Source: an optimization exercise on an open RTL-to-GDS flow (aim: small area, a short achievable clock period and few clock cycles per item). Production flows keep margins and buffers that such runs may drop. In this exercise RTL edits were held to simulation tests only and were not proved equivalent to the original.

==> flow/design.v (outline; a module is shown in full before it is edited, if it fits) <==
// module dot_s1: 1503 lines
// module dot_s2: 37 lines
// module matvec_top: 95 lines
module matvec_top (
  input  logic                 CLOCK_50,
  input  logic                 KEY,
  input  logic [9:0]           SW,
  output logic [9:0]           LEDR,
  output logic [6:0]           HEX0,
  output logic [6:0]           HEX1,
  output logic [6:0]           HEX2,
  output logic [6:0]           HEX3,
  output logic [6:0]           HEX4,
  output logic [6:0]           HEX5,
  output logic                 mem_rd,
  output logic [31:0]          mem_addr,
  input  logic                 mem_rsp_valid,
  input  logic [63:0]          mem_rsp_data
);
  // ...
==> flow/flow/run.sh <==
#!/bin/bash
# Layout flow: the standard flow, with two steps added after synthesis.
# 1. Yosys's full-adder extraction leaves an inverter between many pairs of
#    full adders; fixpol.py picks each adder's polarity (a full adder is
#    self-dual) so that most of them go.
# 2. The display logic (fan-in of the HEX ports back to the flip-flops) is
#    mapped again by ABC on its own, with ORFS's own ABC speed script.
# A combinational equivalence check (flip-flops cut) against synthesis's own
# netlist must pass, or the netlist is left as synthesis wrote it. Flip-flops
# are not touched. Port buffers are plain buffers instead of the delay cells
# the placer picks by default, and the clock tree has no dummy loads.
# Each tool's output goes to a log of its own in this folder.
set -euo pipefail
W=$(pwd)
R=$W/orfs/results/$FLOW_PLATFORM/matvec_top/base
LIB=$FLOW_HOME/platforms/$FLOW_PLATFORM/lib/sky130_fd_sc_hd__tt_025C_1v80.lib
export BUFFER_PORTS_ARGS="-buffer_cell sky130_fd_sc_hd__buf_2"
# the clock tree without dummy loads
export CTS_ARGS="-sink_clustering_enable -repair_clock_nets -sink_clustering_size 18 -sink_clustering_max_diameter 80 -buf_list sky130_fd_sc_hd__clkbuf_8 -dont_use_dummy_load"

bash standard.sh synth > synth.log 2>&1

cp "$R/1_2_yosys.v" "$W/synth_netlist.v"
cp "$W/synth_netlist.v" "$W/new_netlist.v"
python3 flow/fixpol.py "$W/synth_netlist.v" "$W/fixpol_netlist.v" > fixpol.log 2>&1 && cp "$W/fixpol_netlist.v" "$W/new_netlist.v"

# the display logic (the fan-in of the HEX ports back to the flip-flops) mapped again by ABC
python3 flow/cone.py "$W/new_netlist.v" HEX > resyn_cells.txt 2> resyn.log || true
if [[ -s resyn_cells.txt ]]; then
  SEL=$(sed 's/^/c:/' resyn_cells.txt | tr '\n' ' ')
  # the platform's don't-use cells (all lpflow and probe cells) stay out
  DU=$(grep -o 'cell *( *"*sky130_fd_sc_hd__\(lpflow\|probe\)[a-z0-9_]*' "$LIB" | sed 's/.*sky130/sky130/' | sort -u | sed 's/^/-dont_use /' | tr '\n' ' ')
  cat > resyn.ys <<EOS
read_liberty -ignore_miss_func $LIB
read_verilog $W/new_netlist.v
hierarchy -top $FLOW_TOP
cd $FLOW_TOP
setattr -set keep_hierarchy 1 t:*
setattr -unset keep_hierarchy $SEL
cd ..
flatten
delete t:\$scopeinfo
opt_clean -purge
abc -script $FLOW_HOME/scripts/abc_speed.script -liberty $LIB $DU -D 800
opt_clean -purge
write_verilog -noattr -selected $W/resyn_all.v
EOS
  if yosys -q -l resyn_yosys.log resyn.ys > /dev/null 2>&1; then
    python3 -c "import re,sys; s=open(sys.argv[1]).read(); m=re.search(r'module '+sys.argv[3]+r'\(.*?endmodule\n', s, re.S); open(sys.argv[2],'w').write(m.group(0))" "$W/resyn_all.v" "$W/resyn_netlist.v" "$FLOW_TOP" >> resyn.log 2>&1 \
      && ! grep -q "lpflow\|probe" "$W/resyn_netlist.v" && cp "$W/resyn_netlist.v" "$W/new_netlist.v"
  fi
fi

# combinational equivalence with the flip-flops cut, against synthesis's own netlist
mkdir -p "$W/cec"
python3 flow/cutflops.py "$W/synth_netlist.v" "$W/cec/a.v" >> cec.log 2>&1
python3 flow/cutflops.py "$W/new_netlist.v" "$W/cec/b.v" >> cec.log 2>&1
for x in a b; do
  yosys -q -p "read_liberty -ignore_miss_func $LIB; read_verilog $W/cec/$x.v; hierarchy -top $FLOW_TOP; flatten; techmap; opt_clean; setundef -zero; write_blif $W/cec/$x.blif" > "cec_yosys_$x.log" 2>&1
done
yosys-abc -c "cec $W/cec/a.blif $W/cec/b.blif" >> cec.log 2>&1 || true
if grep -q "Networks are equivalent" cec.log; then
  cp "$W/new_netlist.v" "$R/1_2_yosys.v"
  echo "new netlist used" >> cec.log
else
  echo "equivalence not shown: synthesis netlist kept" >> cec.log
fi

bash standard.sh do-1_synth > synth_odb.log 2>&1
bash standard.sh finish > layout.log 2>&1
==> flow/flow/cone.py <==
#!/usr/bin/env python3
"""List the combinational cells in the fan-in cone of the given output ports of
a flat sky130hd netlist, stopping at flip-flops and input ports.
usage: cone.py NETLIST.v PORTPREFIX... > cells.txt"""
import re, sys
src = open(sys.argv[1]).read()
pref = sys.argv[2:]
insts = re.findall(r'^\s*(sky130_fd_sc_hd__\w+)\s+(\S+)\s*\((.*?)\);', src, re.S | re.M)
OUTS = {'X', 'Y', 'Q', 'Q_N', 'SUM', 'COUT', 'HI', 'LO'}
FF = re.compile(r'sky130_fd_sc_hd__(e?dfx|dfr|dfs|dfbb|sdf|dlx|conb)')
driver, ins = {}, {}
for t, n, body in insts:
    pins = [(p, v.strip()) for p, v in re.findall(r'\.(\w+)\(\s*((?:\\\S+\s)|[^()]*?)\s*\)', body)]
    ins[n] = (t, [v for p, v in pins if p not in OUTS])
    for p, v in pins:
        if p in OUTS:
            driver[v] = n
todo = [n for n in driver if any(n.startswith(x) for x in pref)]
seen = set()
while todo:
    net = todo.pop()
    c = driver.get(net)
    if c is None or c in seen or FF.match(ins[c][0]):
        continue
    seen.add(c)
    todo += ins[c][1]
for c in sorted(seen):
    print(c)
==> flow/flow/cutflops.py <==
#!/usr/bin/env python3
"""Turn a flat sky130hd netlist combinational: every flip-flop's outputs become
inputs and its inputs become outputs (named after the flop). usage: cutflops.py IN OUT"""
import re, sys
src = open(sys.argv[1]).read()
FF = re.compile(r'sky130_fd_sc_hd__(e?dfx|dfr|dfs|dfbb|sdf|edfx|dlx)\w*')
newports, newdecl, out = [], [], []
def san(n):
    return re.sub(r'[^A-Za-z0-9_]', '_', n)
def repl(m):
    typ, name, pins = m.group(1), m.group(2), m.group(3)
    if not FF.match(typ):
        return m.group(0)
    s = []
    for p, n in re.findall(r'\.(\w+)\(\s*((?:\\\S+\s)|[^()]*?)\s*\)', pins):
        n = n.strip()
        if n == '':
            continue
        pn = 'ff_' + san(name) + '_' + p
        if p in ('Q', 'Q_N'):
            newports.append(pn); newdecl.append(f'  input {pn};')
            s.append(f'  assign {n}{" " if n.startswith(chr(92)) else ""} = {pn};')
        elif p != 'CLK':
            newports.append(pn); newdecl.append(f'  output {pn};')
            s.append(f'  assign {pn} = {n}{" " if n.startswith(chr(92)) else ""};')
    return '\n'.join(s) + '\n'
body = re.sub(r'^\s*(sky130_fd_sc_hd__\w+)\s+(\S+)\s*\((.*?)\);\s*$', repl, src, flags=re.S | re.M)
body = re.sub(r'module (\w+)\((.*?)\);', lambda m: f'module {m.group(1)}({m.group(2)}, {", ".join(newports)});\n' + '\n'.join(newdecl), body, count=1, flags=re.S)
open(sys.argv[2], 'w').write(body)
==> flow/flow/fixpol.py <==
#!/usr/bin/env python3
"""Re-choose the polarity of full adders in a flat Yosys netlist of sky130hd cells.

A full adder is self-dual: FA(~a, ~b, ~c) = (~cout, ~sum). Yosys's full-adder
extraction leaves many inverters between adders; this picks for every fa cell
whether it works on true or complemented signals (and every and2/nand2 whether
it drives its true or complemented output) so that as few inverters as
possible are needed, then writes the netlist back with only those inverters.
Flip-flops, ports and all other cells keep their signals unchanged.

usage: fixpol.py IN.v OUT.v
"""
import re, sys, random

src = open(sys.argv[1]).read()
m = re.search(r'^module .*?;\n', src, re.S | re.M)
head_end = m.end()
endm = src.rindex('endmodule')
body = src[head_end:endm]

# statements of the body
stmts = [s.strip() for s in re.split(r';\s*\n', body) if s.strip()]
decls, insts = [], []
for s in stmts:
    if re.match(r'(input|output|wire|inout)\b', s):
        decls.append(s)
    elif s.startswith('assign'):
        sys.exit('assign statements not handled')
    else:
        mm = re.match(r'(\S+)\s+(\S+)\s*\((.*)\)\s*$', s, re.S)
        if not mm:
            sys.exit('cannot parse: ' + s[:200])
        typ, name, pins = mm.groups()
        pm = {}
        for p, n in re.findall(r'\.(\w+)\(\s*((?:\\\S+\s)|[^()]*?)\s*\)', pins):
            pm[p] = n.strip()
        insts.append([typ, name, pm])

ports = set()
for d in decls:
    if re.match(r'(input|output|inout)\b', d):
        nm = d.split()[-1]
        ports.add(nm)
def is_port(net):
    base = re.sub(r'\[\d+\]$', '', net)
    return base in ports or net in ports

OUTS = {'X', 'Y', 'Q', 'Q_N', 'SUM', 'COUT', 'HI', 'LO'}
def cell(t):
    return t.replace('sky130_fd_sc_hd__', '')

driver, loads = {}, {}
for i, (typ, name, pm) in enumerate(insts):
    for p, n in pm.items():
        if p in OUTS:
            driver[n] = (i, p)
        else:
            loads.setdefault(n, []).append((i, p))

def is_inv(i):
    return cell(insts[i][0]).startswith('inv_')

# root of a net through inverter chains: (root net, parity)
def root(n):
    k = 0
    seen = 0
    while n in driver and is_inv(driver[n][0]) and not is_port(n):
        i = driver[n][0]
        n = insts[i][2]['A']
        k ^= 1
        seen += 1
        if seen > 100:
            break
    return n, k

FLIP_GATES = {'and2_1': 'nand2_1', 'nand2_1': 'and2_1'}
OUTPIN = {'and2_1': 'X', 'nand2_1': 'Y'}
AREA = {'and2_1': 6.256, 'nand2_1': 3.7536}
INV = 3.7536

# managed inverters: those whose output is not a port
inv_removed = set(i for i, (t, n, pm) in enumerate(insts)
                  if cell(t).startswith('inv_') and not is_port(pm['Y']))

# consumers: for each root net, list of (inst, pin, parity) for non-removed-inverter loads
cons = {}
def collect(n, k, r):
    for (i, p) in loads.get(n, []):
        if i in inv_removed:
            collect(insts[i][2]['Y'], k ^ 1, r)
        else:
            cons.setdefault(r, []).append((i, p, k))
roots = set()
for n in list(driver.keys()) + [x for x in loads if x not in driver]:
    r, k = root(n)
    if k == 0 and n == r:
        roots.add(r)
for r in roots:
    collect(r, 0, r)

# flippable objects
fa = [i for i, (t, n, pm) in enumerate(insts) if cell(t).startswith('fa_')]
gates = [i for i, (t, n, pm) in enumerate(insts) if cell(t) in FLIP_GATES and not is_port(pm[OUTPIN[cell(t)]])]
flip = {i: 0 for i in fa + gates}

def prod(r):
    if r in driver:
        i, p = driver[r]
        if i in flip:
            return flip[i]
    return 0

def need(i, k):
    return k ^ flip.get(i, 0) if cell(insts[i][0]).startswith('fa_') else k

def cost_root(r):
    pr = prod(r)
    c = 0.0
    if any(need(i, k) != pr for (i, p, k) in cons.get(r, [])):
        c += INV
    if r in driver and driver[r][0] in flip and driver[r][0] in gates:
        t = cell(insts[driver[r][0]][0])
        c += AREA[FLIP_GATES[t]] if flip[driver[r][0]] else AREA[t]
    return c

# roots each object touches
touch = {}
for i in flip:
    rs = set()
    for p, n in insts[i][2].items():
        rs.add(root(n)[0])
    touch[i] = rs

def local_search(seed):
    rnd = random.Random(seed)
    order = list(flip)
    total = sum(cost_root(r) for r in roots)
    for it in range(100):
        rnd.shuffle(order)
        improved = False
        for i in order:
            before = sum(cost_root(r) for r in touch[i])
            flip[i] ^= 1
            after = sum(cost_root(r) for r in touch[i])
            if after < before - 1e-9:
                total += after - before
                improved = True
            else:
                flip[i] ^= 1
        if not improved:
            break
    return total

import math
MOVES = int(sys.argv[3]) if len(sys.argv) > 3 else 200000
def anneal(seed, init, moves=MOVES, t0=3.0, t1=0.02):
    rnd = random.Random(seed)
    for i in flip:
        flip[i] = init(i, rnd)
    objs = list(flip)
    total = sum(cost_root(r) for r in roots)
    best, best_flip = total, dict(flip)
    for m in range(moves):
        temp = t0 * (t1 / t0) ** (m / moves)
        i = objs[rnd.randrange(len(objs))]
        before = sum(cost_root(r) for r in touch[i])
        flip[i] ^= 1
        after = sum(cost_root(r) for r in touch[i])
        d = after - before
        if d <= 0 or rnd.random() < math.exp(-d / temp):
            total += d
            if total < best - 1e-9:
                best, best_flip = total, dict(flip)
        else:
            flip[i] ^= 1
    flip.update(best_flip)
    return local_search(seed)

start = sum(cost_root(r) for r in roots)
best, best_flip = None, None
inits = [lambda i, r: 0, lambda i, r: 1, lambda i, r: r.randint(0, 1)]
for trial, init in enumerate(inits):
    t = anneal(trial, init)
    if best is None or t < best - 1e-9:
        best, best_flip = t, dict(flip)
flip.update(best_flip)
total = best

# rebuild
newnet = {}
extra_insts, extra_wires = [], []
cnt = [0]
def net_for(r, pol):
    """net carrying root r xor pol"""
    pr = prod(r)
    if pol == pr:
        return r
    if r not in newnet:
        cnt[0] += 1
        nn = f'_fixpol_n{cnt[0]}_'
        extra_wires.append(nn)
        extra_insts.append(['sky130_fd_sc_hd__inv_1', f'_fixpol_i{cnt[0]}_', {'A': r, 'Y': nn}])
        newnet[r] = nn
    return newnet[r]

for r in roots:
    for (i, p, k) in cons.get(r, []):
        insts[i][2][p] = net_for(r, need(i, k))
for i in gates:
    if flip[i]:
        t = cell(insts[i][0])
        pm = insts[i][2]
        out = pm.pop(OUTPIN[t])
        nt = FLIP_GATES[t]
        pm[OUTPIN[nt]] = out
        insts[i][0] = 'sky130_fd_sc_hd__' + nt

out = [src[:head_end]]
for d in decls:
    out.append('  ' + d + ' ;\n')
for w in extra_wires:
    out.append(f'  wire {w};\n')
def fmt(t, n, pm):
    s = f'  {t} {n} (\n'
    s += ',\n'.join(f'    .{p}({v}{" " if v.startswith(chr(92)) else ""})' for p, v in pm.items())
    return s + '\n  );\n'
for i, (t, n, pm) in enumerate(insts):
    if i in inv_removed:
        continue
    out.append(fmt(t, n, pm))
for t, n, pm in extra_insts:
    out.append(fmt(t, n, pm))
out.append('endmodule\n')
open(sys.argv[2], 'w').write(''.join(out))
ninv_before = sum(1 for t, n, pm in insts if cell(t).startswith('inv_'))
print(f'fixpol: {len(fa)} fa, {len(gates)} and2/nand2, {len(inv_removed)} inverters removed, '
      f'{len(extra_insts)} added, {sum(flip[i] for i in fa)} fa and {sum(flip[i] for i in gates)} gates flipped; '
      f'cost {start:.1f} -> {total:.1f}')
==> flow/standard.sh <==
#!/bin/bash
# synth_recipe.tcl (not shown) runs the flow's synth.tcl, then flattens the netlist and writes it again
# the make line also repeats each setting of config.mk as NAME=value (left out here)
make -C /OpenROAD-flow-scripts/flow DESIGN_CONFIG=/design/flow/config.mk WORK_HOME=/design/flow/orfs CLKGATE_MAP_FILE= SYNTH_SCRIPT=/design/flow/synth_recipe.tcl "${@:-finish}"
==> flow/config.mk <==
export PLATFORM = sky130hd
export DESIGN_NAME = matvec_top
export DESIGN_NICKNAME = matvec_top
export VERILOG_FILES = /design/flow/design.v
export SDC_FILE = /design/flow/constraint.sdc
export NUM_CORES = 4
export LEC_CHECK = 0
export CAP_MARGIN = 20
export CORE_MARGIN = 2
export CORE_UTILIZATION = 40
export CTS_BUF_LIST = sky130_fd_sc_hd__clkbuf_8
export CTS_CLUSTER_DIAMETER = 80
export CTS_CLUSTER_SIZE = 18
export SETUP_SLACK_MARGIN = 4.0
export SLEW_MARGIN = 20
==> flow/constraint.sdc <==
create_clock -name core_clock -period 10.0 [get_ports {CLOCK_50}]
set_input_delay 2.0000 -clock core_clock [delete_from_list [all_inputs] [get_ports {CLOCK_50}]]
set_output_delay 2.0000 -clock core_clock [all_outputs]
set_load 0.01 [all_outputs]
==> flow_summary.ini, run 1 <==
[setup_path]
critPathArrivalTime_ns = 3.92
cpMaxStageDelayCell = a2111oi_1
critPathKind = in2out
cp_data_required_time_ns = 8.00

[min_path]
min_from = cnt[1]
min_path_type = reg2reg

[global_routing]
grt.busiest_layer = met2
grtUsageMet2_pct = 37.1
grt_max_degree = 65

[detailed_routing]
drc = 0

[floorplan]
rows = 87
io_pins = 162

[cells_and_area]
multi_input_gates = 1373
syn2layout_area_growth_pct = 8.96
clkbuf_count = 22
layout.area.seq_um2 = 7540
layout_common_cells = nand2_1 (551), fa_1 (484), edfxtp_1 (216), buf_2 (112), inv_1 (53)
final_common_cell = nand2_1
final_cells = 2611
fillCellCount = 5107
final_nets = 2432

[status]
status = finished clean

[cts]
clock_path_buffers = 3
path_clk_slew_ns = 0.08

[timing]
finalMaxSlewViolations = 0

[placed_design]
io_buffers = 118

[yosys]
syn_area_um2 = 22600
syn_avg_cell_area_um2 = 13.2
Testbench counts, summed over its fixed seeds: cycles 6,535, items 256.
==> run 2: changes to the inputs <==
--- a/flow/flow/run.sh
+++ b/flow/flow/run.sh
@@ -15,5 +15,5 @@
 R=$W/orfs/results/$FLOW_PLATFORM/matvec_top/base
 LIB=$FLOW_HOME/platforms/$FLOW_PLATFORM/lib/sky130_fd_sc_hd__tt_025C_1v80.lib
-export BUFFER_PORTS_ARGS="-buffer_cell sky130_fd_sc_hd__buf_2"
+export BUFFER_PORTS_ARGS="-buffer_cell sky130_fd_sc_hd__buf_1"
 # the clock tree without dummy loads
 export CTS_ARGS="-sink_clustering_enable -repair_clock_nets -sink_clustering_size 18 -sink_clustering_max_diameter 80 -buf_list sky130_fd_sc_hd__clkbuf_8 -dont_use_dummy_load"
==> run 2 against run 1 <==
Still clean on timing, DRC and antenna. Clock skew up 0.0014 ns. Flip-flop and latch count unchanged. Worst setup slack worse by 0.092 ns. Die area unchanged. Hold slack worse by 0.011 ns.
==> flow_summary.ini, run 2 <==
[global_routing]
antenna_found_initial = 0
track_usage_pct = 21.6
grt_pass1_wl_um = 94700
grt_max_degree = 65
overflow = 0
first_global_vias = 15446

[setup_path]
rrSetupSlack_ns = 5.14
cpMaxStageDelayCell = o32a_2
crit_chain = clkbuf_16, bufbuf_16, nor2b_4, o22a_1, o32a_2, buf_4, and2_4, a22oi_1, o211ai_1, clkbuf_2
critPathArrivalTime_ns = 4.01
regToRegEndpoint = s1_q[8]
critPathMaxStageDelay_ns = 0.39
critPathKind = in2out
r2r_cells = 10
critical_path.top_delay_family = compound AO/OA/AOI/OAI gates
worstPathMaxFanout = 20
cp_data_required_time_ns = 8.00
crit_buf_inv = 4
reg2reg_from = b_q[3]
start_kind = primary input
endpoint_kind = output pin

[placed_design]
io_buffers = 118
dp_hpwl_um = 50100
gp_congestion = 0.919

[cells_and_area]
final_nets = 2435
top_regs = y_q: 152 flops, b_q: 64 flops, s1_q: 40 flops
final_common_cell = nand2_1
syn2layout_area_growth_pct = 8.66
layout_common_cells = nand2_1 (549), fa_1 (486), edfxtp_1 (216), inv_1 (53), buf_1 (53)
largest_reg_flops = 152
antenna_cells = 0
top_register = y_q
drive_above_1_share_pct = 10.4

[yosys]
syn_area_um2 = 22600
syn-instance-count = 1712
yosysWarningCount = 1
syn_avg_cell_area_um2 = 13.2

[min_path]
min_from = cnt[1]
min_path_type = reg2reg
min_path_cells = 0
min_to = tag_q[1]

[floorplan]
rows = 87
die_w_um = 242
core_um2 = 56100
io_pins = 162
dieArea_um2 = 58300
die_h_um = 242
initial_core_util_pct = 40.2

[detailed_routing]
wl_um = 61500
drtIter0Drc = 1130
drc = 0
antenna_left = 0
wl_per_cell_um = 23.5
drt-pass1-iter-count = 5
vias = 14053
vias_per_cell = 5.38

[timing]
final.setup_skew_ns = 0.0722
setup_tns_ns = 0
finalHoldViolations = 0
min_period_ns = 6.01
slew_headroom_pct = 37.0
rsz0062_at_grt = true
finalMaxSlewViolations = 0
max_freq_mhz = 166
worst_pin_slew_ns = 0.945
setup_violations = 0
post-route-period-util_pct = 60.1

[status]
status = finished clean

[flow_run]
maxCapViolations = 0

[cts]
clock-sinks = 266
path_clk_slew_ns = 0.08
cts_buffers = 22
cts_root_buf = clkbuf_8
clk_latency_ns = 0.62
clock_path_buffers = 3
cts_htree_levels = 1
cts_tree = done
run 2: area by class of cell:
cell class	instances	area (um2)
Tap cell	756	946
Multi-Input combinational cell	1373	14700
Fill cell	5223	31500
Sequential cell	266	7540
Inverter	56	218
Clock buffer	22	303
Timing Repair Buffer	141	828
run 2: per-stage QoR:
stage / util, % / instances / hold slack, ns / instance area, um2 / worst slack (ns)
6_report: 43.7 / 2614 / 0.442 / 24500 / 3.99
4_1_cts: 43.5 / 2608 / 0.441 / 24400 / 3.96
2_1_floorplan: - / 1747 / 0.476 / 22700 / 4.03
5_1_grt: 43.7 / 2614 / 0.445 / 24500 / 3.94
3_5_place_dp: 42.5 / 2581 / 0.462 / 23800 / 3.24
3_3_place_gp: 42.5 / 2581 / 0.466 / 23800 / 3.23
run 2: worst max-delay path by stage:
stage | end | depth (start not counted) | from | slack, ns
after floorplan | s1_q[8] | 10 | mem_rsp_data[9] | 4.03
after global placement | HEX3[3] | 9 | SW[3] | 3.23
after detailed placement | s1_q[8] | 11 | mem_rsp_data[9] | 3.24
after CTS | HEX3[3] | 9 | SW[2] | 3.96
after global routing | HEX3[6] | 10 | SW[2] | 3.94
final | HEX3[6] | 10 | SW[2] | 3.99
run 2: worst reg2reg max path: stages (launching register included):
cell and delay (ns):
edfxtp_1 0.58, nand2_1 0.14, fa_1 0.60, fa_1 0.48, fa_1 0.48, fa_1 0.58
fa_1 0.45, fa_1 0.41, fa_1 0.43, fa_1 0.55, inv_1 0.04
run 2: what timing repair did:
action                                  CTS  global route
gates resized for setup                  41            56
endpoints found under the setup margin   40            36
gates cloned                              2             0
hold buffers                              0             0
setup buffers                             3             6
pin swaps                                 1             3
run 2: metal layers:
layer	part of all wire, %	track usage, %
met5	0	0
met1	40	28.6
met3	7.9	4.25
met4	2.6	5.13
met2	49	36.8
==> run 3: changes to the inputs <==
--- a/flow/flow/run.sh
+++ b/flow/flow/run.sh
@@ -15,5 +15,5 @@
 R=$W/orfs/results/$FLOW_PLATFORM/matvec_top/base
 LIB=$FLOW_HOME/platforms/$FLOW_PLATFORM/lib/sky130_fd_sc_hd__tt_025C_1v80.lib
-export BUFFER_PORTS_ARGS="-buffer_cell sky130_fd_sc_hd__buf_1"
+export BUFFER_PORTS_ARGS="-buffer_cell sky130_fd_sc_hd__buf_2"
 # the clock tree without dummy loads
 export CTS_ARGS="-sink_clustering_enable -repair_clock_nets -sink_clustering_size 18 -sink_clustering_max_diameter 80 -buf_list sky130_fd_sc_hd__clkbuf_8 -dont_use_dummy_load"
@@ -37,5 +37,5 @@
 cd $FLOW_TOP
 setattr -set keep_hierarchy 1 t:*
-setattr -unset keep_hierarchy $SEL
+setattr -unset keep_hierarchy t:* t:sky130_fd_sc_hd__fa_* %d t:sky130_fd_sc_hd__ha_* %d t:sky130_fd_sc_hd__*df* %d t:sky130_fd_sc_hd__conb* %d
 cd ..
 flatten
==> run 3 against run 2 <==
Clock skew is 0.014 ns lower. Critical path type unchanged. Final area is 2.8% higher. Still clean on timing, DRC and antenna. Synthesized cell count is 1.9% lower. Fmax is 0.52% higher. Flip-flop and latch count stayed put. Area after synthesis is 0.57% lower. Register-to-register slack worse by 0.05 ns. Routed wire length is 2.1% higher. Core utilization is 1.9 points higher. Via count is 0.70% higher.
==> flow_summary.ini, run 3 <==
[status]
status = finished clean

[floorplan]
dieArea_um2 = 58000
die_h_um = 241
rows = 86
io_pins = 162
core_um2 = 55300
die_w_um = 241
initial_core_util_pct = 40.6

[setup_path]
start_kind = primary input
crit_buf_inv = 3
critPathKind = in2out
critical_path.top_delay_family = multiplexers
startpoint = SW[2]
critPathMaxStageDelay_ns = 0.53
critPathArrivalTime_ns = 3.98
reg2reg_from = b_q[21]
crit_chain = buf_16, mux4_2, mux2i_4, inv_1, ha_1, mux2i_1, nand2_1, a31o_1, buf_2
endpoint_kind = output pin
rrSetupSlack_ns = 5.09
cp_data_required_time_ns = 8.00
worstPathMaxFanout = 6
cpMaxStageDelayCell = mux4_2

[cts]
cts_root_buf = clkbuf_8
cts_htree_levels = 1
hold_buffers = 0
path_clk_slew_ns = 0.09
clock-sinks = 266
cts_tree = done
clock_path_buffers = 3
clk_latency_ns = 0.60
cts_buffers = 21

[timing]
finalMaxSlewViolations = 0
worst_pin_slew_ns = 0.964
finalHoldViolations = 0
max_freq_mhz = 167
final.setup_skew_ns = 0.0579
slew_headroom_pct = 35.7
setup_violations = 0
setup_tns_ns = 0
rsz0062_at_grt = true
post-route-period-util_pct = 59.8
min_period_ns = 5.98

[global_routing]
grt_max_degree = 65
met1_usage_pct = 28.8
grt_pass1_wl_um = 94400
track_usage_pct = 22.2
grt.busiest_layer = met2
overflow = 0
first_global_vias = 15326
antenna_found_initial = 2
grt_use_met3_pct = 6.11
grtUsageMet2_pct = 37.3

[detailed_routing]
vias_per_cell = 5.34
antenna_left = 0
wl_per_cell_um = 23.7
drc = 0
wl_um = 62800
drt-pass1-iter-count = 6
drtIter0Drc = 1058
vias = 14152

[cells_and_area]
fillCellCount = 5010
final_nets = 2501
final_common_cell = nand2_1
top_regs = y_q: 152 flops, b_q: 64 flops, s1_q: 40 flops
layout_common_cells = nand2_1 (551), fa_1 (485), edfxtp_1 (216), buf_2 (114), inv_1 (60)
fin_util_pct = 45.6
largest_reg_flops = 152
syn2layout_area_growth_pct = 12.4
top_register = y_q
drive_above_1_share_pct = 14.6

[placed_design]
io_buffers = 118
dp_hpwl_um = 50600
gp_congestion = 0.912

[flow_run]
maxCapViolations = 0

[min_path]
min_from = cnt[1]
min_path_type = reg2reg

[yosys]
yosysWarningCount = 1
syn_area_um2 = 22400
syn_avg_cell_area_um2 = 13.4
syn-instance-count = 1680
[run 3: layer usage]
| metal | vias to the layer above | wire length (um) |
|---|---|---|
| li1 | 5956 | - |
| met1 | 7539 | 25300 |
| met2 | 563 | 30500 |
| met3 | 94 | 5610 |
| met4 | 0 | 1350 |
| met5 | - | 0 |
[run 3: layout make-up]
| class | count | area [um2] | area share, % |
|---|---|---|---|
| Sequential cell | 266 | 7540 | 29.9 |
| Antenna cell | 2 | 5.00 | 0.0198 |
| Timing Repair Buffer | 172 | 1240 | 4.93 |
| Tap cell | 748 | 936 | 3.71 |
| Clock buffer | 21 | 289 | 1.15 |
| Inverter | 65 | 248 | 0.982 |
| Multi-Input combinational cell | 1375 | 15000 | 59.3 |
[run 3: worst paths after layout]
kind,cells after the start,endpoint
max,9,HEX2[3]
min,0,tag_q[1]
max reg2reg,10,s1_q[24]
min reg2reg,0,tag_q[1]
max in group asynchronous,1,cnt[3]
min in group asynchronous,1,cnt[2]
[run 3: metrics by stage]
stage / worst slack (ns) / cell area, um2 / hold slack, ns / instances
floorplan: 4.02 / 22600 / 0.475 / 1715
global placement: 2.85 / 24200 / 0.453 / 2585
detailed placement: 2.77 / 24200 / 0.455 / 2585
CTS: 3.94 / 24900 / 0.476 / 2621
global route: 3.93 / 25200 / 0.496 / 2647
finish: 4.02 / 25200 / 0.472 / 2649
[run 3: what timing repair did]
action                     in CTS  in global routing
hold endpoints to repair        0                  0
pin swaps                       1                  4
buffers inserted               12                 23
gates resized for setup        42                 21
setup endpoints to repair      35                 23
gates cloned                    3                  3
==> run 4: changes to the inputs <==
--- a/flow/flow/run.sh
+++ b/flow/flow/run.sh
@@ -4,6 +4,6 @@
 #    full adders; fixpol.py picks each adder's polarity (a full adder is
 #    self-dual) so that most of them go.
-# 2. The display logic (fan-in of the HEX ports back to the flip-flops) is
-#    mapped again by ABC on its own, with ORFS's own ABC speed script.
+# 2. All logic but the flip-flops and the full and half adders is mapped
+#    again by ABC, on its own.
 # A combinational equivalence check (flip-flops cut) against synthesis's own
 # netlist must pass, or the netlist is left as synthesis wrote it. Flip-flops
@@ -25,5 +25,5 @@
 python3 flow/fixpol.py "$W/synth_netlist.v" "$W/fixpol_netlist.v" > fixpol.log 2>&1 && cp "$W/fixpol_netlist.v" "$W/new_netlist.v"
 
-# the display logic (the fan-in of the HEX ports back to the flip-flops) mapped again by ABC
+# all logic but the full and half adders mapped again by ABC
 python3 flow/cone.py "$W/new_netlist.v" HEX > resyn_cells.txt 2> resyn.log || true
 if [[ -s resyn_cells.txt ]]; then
@@ -42,5 +42,5 @@
 delete t:\$scopeinfo
 opt_clean -purge
-abc -script $FLOW_HOME/scripts/abc_speed.script -liberty $LIB $DU -D 800
+abc  -liberty $LIB $DU -D 800
 opt_clean -purge
 write_verilog -noattr -selected $W/resyn_all.v
==> run 4 against run 3 <==
Still clean on timing, DRC and antenna. Sequential share of layout area fell by 0.37 points. Synthesized cell count grew 3.3%. Clock skew rose by 0.012 ns. Via count rose by 5.0%. Critical endpoint is now HEX3[3].
==> flow_summary.ini, run 4 <==
[status]
status = finished clean

[detailed_routing]
vias = 14865
antenna_left = 0
drt-pass1-iter-count = 5
wl_per_cell_um = 23.6
wl_um = 64300
drtIter0Drc = 1335
drc = 0
vias_per_cell = 5.46

[timing]
final.setup_skew_ns = 0.0702
max_freq_mhz = 164
finalMaxSlewViolations = 0
finalHoldViolations = 0
setup_tns_ns = 0
slew_headroom_pct = 35.5
rsz0062_at_grt = true
min_period_ns = 6.11
setup_violations = 0
post-route-period-util_pct = 61.1
worst_pin_slew_ns = 0.968

[floorplan]
rows = 86
initial_core_util_pct = 40.4
io_pins = 162
die_h_um = 240
dieArea_um2 = 57500
die_w_um = 240
core_um2 = 55000

[cells_and_area]
top_register = y_q
largest_reg_flops = 152
drive_above_1_share_pct = 15.4
layout_common_cells = nand2_1 (557), fa_1 (486), edfxtp_1 (216), buf_2 (115), clkinv_1 (61)
multi_input_area_um2 = 15100
layout.area.seq_um2 = 7540
top_regs = y_q: 152 flops, b_q: 64 flops, s1_q: 40 flops
final_common_cell = nand2_1
syn2layout_area_growth_pct = 14.8
stdcell_area_um2 = 25500
final_nets = 2578
fillCellCount = 4967

[setup_path]
endpoint_kind = output pin
crit_buf_inv = 6
crit_chain = buf_16, buf_12, and2_4, buf_6, a22oi_2, o21ai_1, or3_4, clkinv_4, ha_4, clkinv_4, a221oi_2, nand2_1, nand3_1, buf_2
critPathMaxStageDelay_ns = 0.45
worstPathMaxFanout = 6
cp_common_cell = clkinv_4
rrSetupSlack_ns = 5.12
critical_path.top_delay_family = simple AND/OR/NAND/NOR gates
start_kind = primary input
critPathArrivalTime_ns = 4.11
cpMaxStageDelayCell = or3_4
cp_data_required_time_ns = 8.00
critPathKind = in2out

[min_path]
min_path_type = reg2reg

[cts]
cts_buffers = 21
hold_buffers = 0
cts_tree = done
clock-sinks = 266
cts_root_buf = clkbuf_8
cts_htree_levels = 1
clock_path_buffers = 3
path_clk_slew_ns = 0.10
clk_latency_ns = 0.60

[placed_design]
io_buffers = 118
gp_congestion = 0.959
dp_hpwl_um = 51000
placed_cell_area_um2 = 24000

[global_routing]
grt_use_met3_pct = 2.78
grt_max_degree = 65
antenna_found_initial = 1
met1_usage_pct = 31.1
track_usage_pct = 23.2
overflow = 0
grt_pass1_wl_um = 96800
grt.busiest_layer = met2
first_global_vias = 15946
grtUsageMet2_pct = 38.5

[yosys]
syn_avg_cell_area_um2 = 12.8
syn_area_um2 = 22200
yosysWarningCount = 1
syn-instance-count = 1735

[flow_run]
maxCapViolations = 0
-- run 4: stage by stage --
step | instances | worst slack, ns | utilization [%] | hold slack (ns)
floorplan | 1770 | 4.00 | - | 0.482
global placement | 2651 | 2.86 | 43.7 | 0.456
detailed placement | 2651 | 2.81 | 43.7 | 0.476
CTS | 2704 | 3.88 | 45.5 | 0.503
global route | 2725 | 3.82 | 46.4 | 0.521
finish | 2725 | 3.89 | 46.4 | 0.495
-- run 4: area by class of cell --
type,count,share of cell area (%)
clock buffers,21,1.13
inverters,74,1.21
diodes,1,0.00980
multi-input cells,1432,59.2
flip-flops and latches,266,29.5
repair buffers,183,5.24
well taps,748,3.67
-- run 4: final timing paths --
path	start	endpoint	cells past startpoint
setup / recovery	SW[1]	HEX3[3]	14
hold / removal	cnt[1]	tag_q[1]	0
setup reg to reg	b_q[10]	s1_q[30]	10
hold reg to reg	cnt[1]	tag_q[1]	0
max in group asynchronous	KEY	tag_q[0]	1
min in group asynchronous	KEY	vld_q	1
-- run 4: layer usage --
layer	wire, um	vias to the layer above
met5	0	-
met4	3000	0
met3	5390	125
met2	31300	765
met1	24600	7747
li1	-	6228
-- run 4: what timing repair did --
item	4_1_cts	5_1_grt
cloned	6	4
setup endpoints to repair	35	28
buffers inserted	26	16
gates resized for setup	92	81
pin swaps	21	33

re-timing with driven ports:
No port has a modelled driver above. Below, the same layouts with a new extraction and two added sets of constraints.
Step 1 (the two cells are an assumption about what drives the block):
set clk [get_ports {CLOCK_50}]
set_driving_cell -lib_cell sky130_fd_sc_hd__clkbuf_16 $clk
set_driving_cell -lib_cell sky130_fd_sc_hd__buf_2 [delete_from_list [all_inputs] $clk]
Step 2, shift: input delay + t, output delay - t, t = (earliest + latest rising clock arrival at the registers) / 2. This alone moves slack from input paths to output paths.
Three values: ideal ports, drivers, drivers and shift; two values: the first two.
run	shift t [ns]	setup WS [ns]	slew at the worst register clock pin (ns)
run 1	0.627	4.078 / 4.028 / 3.521	0.11 / 0.11
run 2	0.638	3.987 / 3.942 / 3.463	0.11 / 0.11
run 3	0.631	4.018 / 3.836 / 3.445	0.12 / 0.12
run 4	0.624	3.886 / 3.782 / 3.506	0.11 / 0.11
After both steps every run listed still meets setup and hold. The setup slack of run 3, which loses most, moves by -0.182 ns with the drivers and by -0.573 ns with both steps.
